This is an optimization exercise on Yosys and OpenROAD, whose aim is small area and a short achievable clock period, not a production implementation. In this exercise RTL edits were held to simulation tests only and were not proved equivalent to the original.

==> job 7383: inputs <==
// fp_mul_pipe
module fp_mul_pipe (
  input  logic        clk,
  input  logic        rst_n,
  input  logic        in_valid,
  input  logic [3:0]  r_mode,
  input  logic [31:0] fp_X,
  input  logic [31:0] fp_Y,
  output logic        out_valid,
  output logic [31:0] fp_Z,
  output logic        ovrf,
  output logic        udrf
);
  localparam logic [1:0] RT_RNE = 2'd0;   
  localparam logic [1:0] RT_TRN = 2'd1;   
  localparam logic [1:0] RT_UPX = 2'd2;   
  localparam logic [1:0] RT_RMM = 2'd3;   
  localparam logic [1:0] CL_NUM = 2'd0;
  localparam logic [1:0] CL_ZER = 2'd1;
  localparam logic [1:0] CL_INF = 2'd2;
  localparam logic [1:0] CL_NAN = 2'd3;
  logic [3:0] vld_q;
  logic        s0_d;
  logic [1:0]  rt0_d;
  function automatic logic [4:0] tz24(input logic [22:0] f);
    logic [22:0] o;
    logic [4:0]  t;
    o = f;
    for (int d = 1; d < 23; d = d * 2)
      for (int i = 22; i >= 0; i--)
        if ((i / d) % 2 == 1) o[i] = o[i] | o[(i / d) * d - 1];
  ...
==> flow/config.mk <==
export PLATFORM = sky130hd
export DESIGN_NAME = fp_mul_pipe
export DESIGN_NICKNAME = fp_mul_pipe
export VERILOG_FILES = /design/flow/design.v
export SDC_FILE = /design/flow/constraint.sdc
export NUM_CORES = 4
export LEC_CHECK = 0
export CAP_MARGIN = 20
export CORE_MARGIN = 2
export CORE_UTILIZATION = 40
export CTS_BUF_LIST = sky130_fd_sc_hd__clkbuf_8
export CTS_CLUSTER_DIAMETER = 40
export CTS_CLUSTER_SIZE = 20
export SETUP_SLACK_MARGIN = 5.0
export SLEW_MARGIN = 20
export SYNTH_HIERARCHICAL = 1
export SYNTH_MINIMUM_KEEP_SIZE = 0
==> flow/constraint.sdc <==
create_clock -name core_clock -period 8.5 [get_ports {clk}]
set_input_delay 1.7000 -clock core_clock [delete_from_list [all_inputs] [get_ports {clk}]]
set_output_delay 1.7000 -clock core_clock [all_outputs]
set_load 0.01 [all_outputs]
standard.sh (not shown) runs the stock make flow with config.mk's settings and CLKGATE_MAP_FILE= SYNTH_SCRIPT=/design/flow/synth_recipe.tcl, a recipe that flattens the netlist after the stock synthesis.
==> flow/flow/run.sh <==
#!/bin/bash
set -euo pipefail
MARGIN=5.3
sed -E "s/SETUP_SLACK_MARGIN=[-0-9.]+/SETUP_SLACK_MARGIN=${MARGIN}/" standard.sh > standard_margin.sh
grep -q "SETUP_SLACK_MARGIN=${MARGIN}" standard_margin.sh
bash standard_margin.sh > standard.log 2>&1
==> job 4883 (differences from job 7383) <==
--- a/flow/config.mk
+++ b/flow/config.mk
@@ -7,11 +7,12 @@
 export LEC_CHECK = 0
 export CAP_MARGIN = 20
 export CORE_MARGIN = 2
 export CORE_UTILIZATION = 40
 export CTS_BUF_LIST = sky130_fd_sc_hd__clkbuf_8
 export CTS_CLUSTER_DIAMETER = 40
 export CTS_CLUSTER_SIZE = 20
+export GPL_TIMING_DRIVEN = 0
 export SETUP_SLACK_MARGIN = 5.0
 export SLEW_MARGIN = 20
 export SYNTH_HIERARCHICAL = 1
 export SYNTH_MINIMUM_KEEP_SIZE = 0
==> job 3842 (differences from job 7383) <==
--- a/flow/design.v
+++ b/flow/design.v
@@ -1370,67 +1370,15 @@
   wire pg94 = pg17 | (pq17 & pg92);
   wire pg95 = pg37 | (pq37 & pg92);
   wire pg96 = pg38 | (pq38 & pg92);
   wire pg97 = pg57 | (pq57 & pg92);
   wire pg98 = pg58 | (pq58 & pg92);
   wire pg99 = pg59 | (pq59 & pg92);
   wire pg100 = pg60 | (pq60 & pg92);
-  wire sum22;
-  fp_mul_xor u_sum22 (.a(ap22), .b(pg66), .y(sum22));
-  wire sum23;
-  fp_mul_xor u_sum23 (.a(ap23), .b(pg67), .y(sum23));
-  wire sum24;
-  fp_mul_xor u_sum24 (.a(ap24), .b(pg68), .y(sum24));
-  wire sum25;
-  fp_mul_xor u_sum25 (.a(ap25), .b(pg77), .y(sum25));
-  wire sum26;
-  fp_mul_xor u_sum26 (.a(ap26), .b(pg78), .y(sum26));
-  wire sum27;
-  fp_mul_xor u_sum27 (.a(ap27), .b(pg79), .y(sum27));
-  wire sum28;
-  fp_mul_xor u_sum28 (.a(ap28), .b(pg80), .y(sum28));
-  wire sum29;
-  fp_mul_xor u_sum29 (.a(ap29), .b(pg81), .y(sum29));
-  wire sum30;
-  fp_mul_xor u_sum30 (.a(ap30), .b(pg82), .y(sum30));
-  wire sum31;
-  fp_mul_xor u_sum31 (.a(ap31), .b(pg83), .y(sum31));
-  wire sum32;
-  fp_mul_xor u_sum32 (.a(ap32), .b(pg84), .y(sum32));
-  wire sum33;
-  fp_mul_xor u_sum33 (.a(ap33), .b(pg85), .y(sum33));
-  wire sum34;
-  fp_mul_xor u_sum34 (.a(ap34), .b(pg86), .y(sum34));
-  wire sum35;
-  fp_mul_xor u_sum35 (.a(ap35), .b(pg87), .y(sum35));
-  wire sum36;
-  fp_mul_xor u_sum36 (.a(ap36), .b(pg88), .y(sum36));
-  wire sum37;
-  fp_mul_xor u_sum37 (.a(ap37), .b(pg89), .y(sum37));
-  wire sum38;
-  fp_mul_xor u_sum38 (.a(ap38), .b(pg90), .y(sum38));
-  wire sum39;
-  fp_mul_xor u_sum39 (.a(ap39), .b(pg91), .y(sum39));
-  wire sum40;
-  fp_mul_xor u_sum40 (.a(ap40), .b(pg92), .y(sum40));
-  wire sum41;
-  fp_mul_xor u_sum41 (.a(ap41), .b(pg93), .y(sum41));
-  wire sum42;
-  fp_mul_xor u_sum42 (.a(ap42), .b(pg94), .y(sum42));
-  wire sum43;
-  fp_mul_xor u_sum43 (.a(ap43), .b(pg95), .y(sum43));
-  wire sum44;
-  fp_mul_xor u_sum44 (.a(ap44), .b(pg96), .y(sum44));
-  wire sum45;
-  fp_mul_xor u_sum45 (.a(ap45), .b(pg97), .y(sum45));
-  wire sum46;
-  fp_mul_xor u_sum46 (.a(ap46), .b(pg98), .y(sum46));
-  wire sum47;
-  fp_mul_xor u_sum47 (.a(ap47), .b(pg99), .y(sum47));
-  wire [47:0] prod_w = {sum47, sum46, sum45, sum44, sum43, sum42, sum41, sum40, sum39, sum38, sum37, sum36, sum35, sum34, sum33, sum32, sum31, sum30, sum29, sum28, sum27, sum26, sum25, sum24, sum23, sum22, 1'b0, 1'b0, 1'b0, 1'b0, 1'b0, 1'b0, 1'b0, 1'b0, 1'b0, 1'b0, 1'b0, 1'b0, 1'b0, 1'b0, 1'b0, 1'b0, 1'b0, 1'b0, 1'b0, 1'b0, 1'b0, 1'b0};
+  wire [47:0] prod_w = {ap47 ^ pg99, ap46 ^ pg98, ap45 ^ pg97, ap44 ^ pg96, ap43 ^ pg95, ap42 ^ pg94, ap41 ^ pg93, ap40 ^ pg92, ap39 ^ pg91, ap38 ^ pg90, ap37 ^ pg89, ap36 ^ pg88, ap35 ^ pg87, ap34 ^ pg86, ap33 ^ pg85, ap32 ^ pg84, ap31 ^ pg83, ap30 ^ pg82, ap29 ^ pg81, ap28 ^ pg80, ap27 ^ pg79, ap26 ^ pg78, ap25 ^ pg77, ap24 ^ pg68, ap23 ^ pg67, ap22 ^ pg66, 1'b0, 1'b0, 1'b0, 1'b0, 1'b0, 1'b0, 1'b0, 1'b0, 1'b0, 1'b0, 1'b0, 1'b0, 1'b0, 1'b0, 1'b0, 1'b0, 1'b0, 1'b0, 1'b0, 1'b0, 1'b0, 1'b0};
   logic [47:0] prod;
   logic        h2_d, g, st, inc2_d;
   logic [23:0] m2_d;
   always_comb begin
     prod = prod_w;
     h2_d = prod[47];
     m2_d = h2_d ? prod[47:24] : prod[46:23];
@@ -1655,10 +1603,7 @@
   assign s  = p ^ c;
   assign co = (a & b) | (p & c);
 endmodule
 module fp_mul_ha (input logic a, b, output logic s, co);
   assign s  = a ^ b;
   assign co = a & b;
 endmodule
-module fp_mul_xor (input logic a, b, output logic y);
-  assign y = a ^ b;
-endmodule
==> flow/run.sh (new file) <==
#!/bin/bash
# synth_recipe.tcl (not shown) runs the flow's synth.tcl, then flattens the netlist and writes it again
# the make line also repeats each setting of config.mk as NAME=value (left out here)
make -C /OpenROAD-flow-scripts/flow DESIGN_CONFIG=/design/flow/config.mk WORK_HOME=/design/flow/orfs CLKGATE_MAP_FILE= SYNTH_SCRIPT=/design/flow/synth_recipe.tcl finish
==> flow/config.mk (replaced) <==
export PLATFORM = sky130hd
export DESIGN_NAME = fp_mul_pipe
export DESIGN_NICKNAME = fp_mul_pipe
export VERILOG_FILES = /design/flow/design.v
export SDC_FILE = /design/flow/constraint.sdc
export NUM_CORES = 4
export LEC_CHECK = 0
export CAP_MARGIN = 0
export CORE_MARGIN = 2
export CORE_UTILIZATION = 40
export CTS_BUF_LIST = sky130_fd_sc_hd__clkbuf_8
export CTS_CLUSTER_DIAMETER = 60
export CTS_CLUSTER_SIZE = 40
export SETUP_SLACK_MARGIN = 5.0
export SLEW_MARGIN = 0
export SYNTH_HIERARCHICAL = 1
export SYNTH_MINIMUM_KEEP_SIZE = 0
removed: flow/flow/run.sh
removed: flow/standard.sh
==> job 8150 (differences from job 7383) <==
==> flow/flow/run.sh (replaced) <==
#!/bin/bash
set -euo pipefail
MARGIN=5.4
sed -E "s/SETUP_SLACK_MARGIN=[-0-9.]+/SETUP_SLACK_MARGIN=${MARGIN}/" standard.sh > standard_margin.sh
grep -q "SETUP_SLACK_MARGIN=${MARGIN}" standard_margin.sh
bash standard_margin.sh > standard.log 2>&1
==> results.ini <==
[outcome]
outcome = no timing/DRC/antenna violations

[finish]
area_delta_synth_final_pct = 15.83
seq_share = 0.2480

[floorplan]
die_area_mm2 = 0.05487

[power_and_ir_drop]
p_int_w = 0.005104
powerComb_w = 0.00523

[critical_path]
cpMostUsedCell = fa_1

[synth]
post_synth_and_or_nand_nor_area_fraction = 0.05753

[routing]
totalWireLength_um = 58860

-- figures above: job 7383

==> results.ini <==
[finish]
area_delta_synth_final_pct = 19.67

[critical_path]
cpMostUsedCell = ha_4

[power_and_ir_drop]
p_int_w = 0.005322

[outcome]
outcome = no timing/DRC/antenna violations

[synth]
post_synth_and_or_nand_nor_area_fraction = 0.05753

[floorplan]
die_area_mm2 = 0.05487

[routing]
totalWireLength_um = 61050

-- figures above: job 8150

==> results.ini <==
[finish]
seq_share = 0.2525
area_delta_synth_final_pct = 12.40

[power_and_ir_drop]
p_int_w = 0.004807
powerComb_w = 0.00530

[outcome]
outcome = no timing/DRC/antenna violations

[synth]
post_synth_and_or_nand_nor_area_fraction = 0.06022

-- figures above: job 3842

==> results.ini <==
[synth]
post_synth_and_or_nand_nor_area_fraction = 0.05753

[critical_path]
cpMostUsedCell = buf_12

[floorplan]
die_area_mm2 = 0.05487

[routing]
totalWireLength_um = 71010

[power_and_ir_drop]
p_int_w = 0.005462
powerComb_w = 0.00591

[outcome]
outcome = no timing/DRC/antenna violations

-- figures above: job 4883

-- what the ideal ports hide --
No port has a modelled driver above. Below, the same layouts with a new extraction and two added sets of constraints. Step 1: set_driving_cell puts a clkbuf_16 on clk and a buf_2 on each other input, an assumption about the parent block. Step 2 adds t to the input delays and takes it off the output delays; t is the mean of the earliest and latest rising clock arrival at the registers after step 1. Input paths then give back, and output paths get back, about the clock's delay inside the block. Three values: ideal, step 1, step 2; two values: the first two.
run	t, ns	slack for setup (ns)	slew at the worst register clock pin (ns)
job 7383	0.685	5.357 / 5.357 / 4.749	0.09 / 0.09
job 4883	0.680	5.018 / 5.018 / 4.723	0.09 / 0.09
job 3842	0.698	5.161 / 5.161 / 4.682	0.12 / 0.12
job 8150	0.681	5.343 / 5.343 / 4.796	0.08 / 0.08
After both steps every run listed still meets setup and hold. The setup slack of job 7383, which loses most, moves by 0.000 ns with the drivers and by -0.608 ns with both steps.
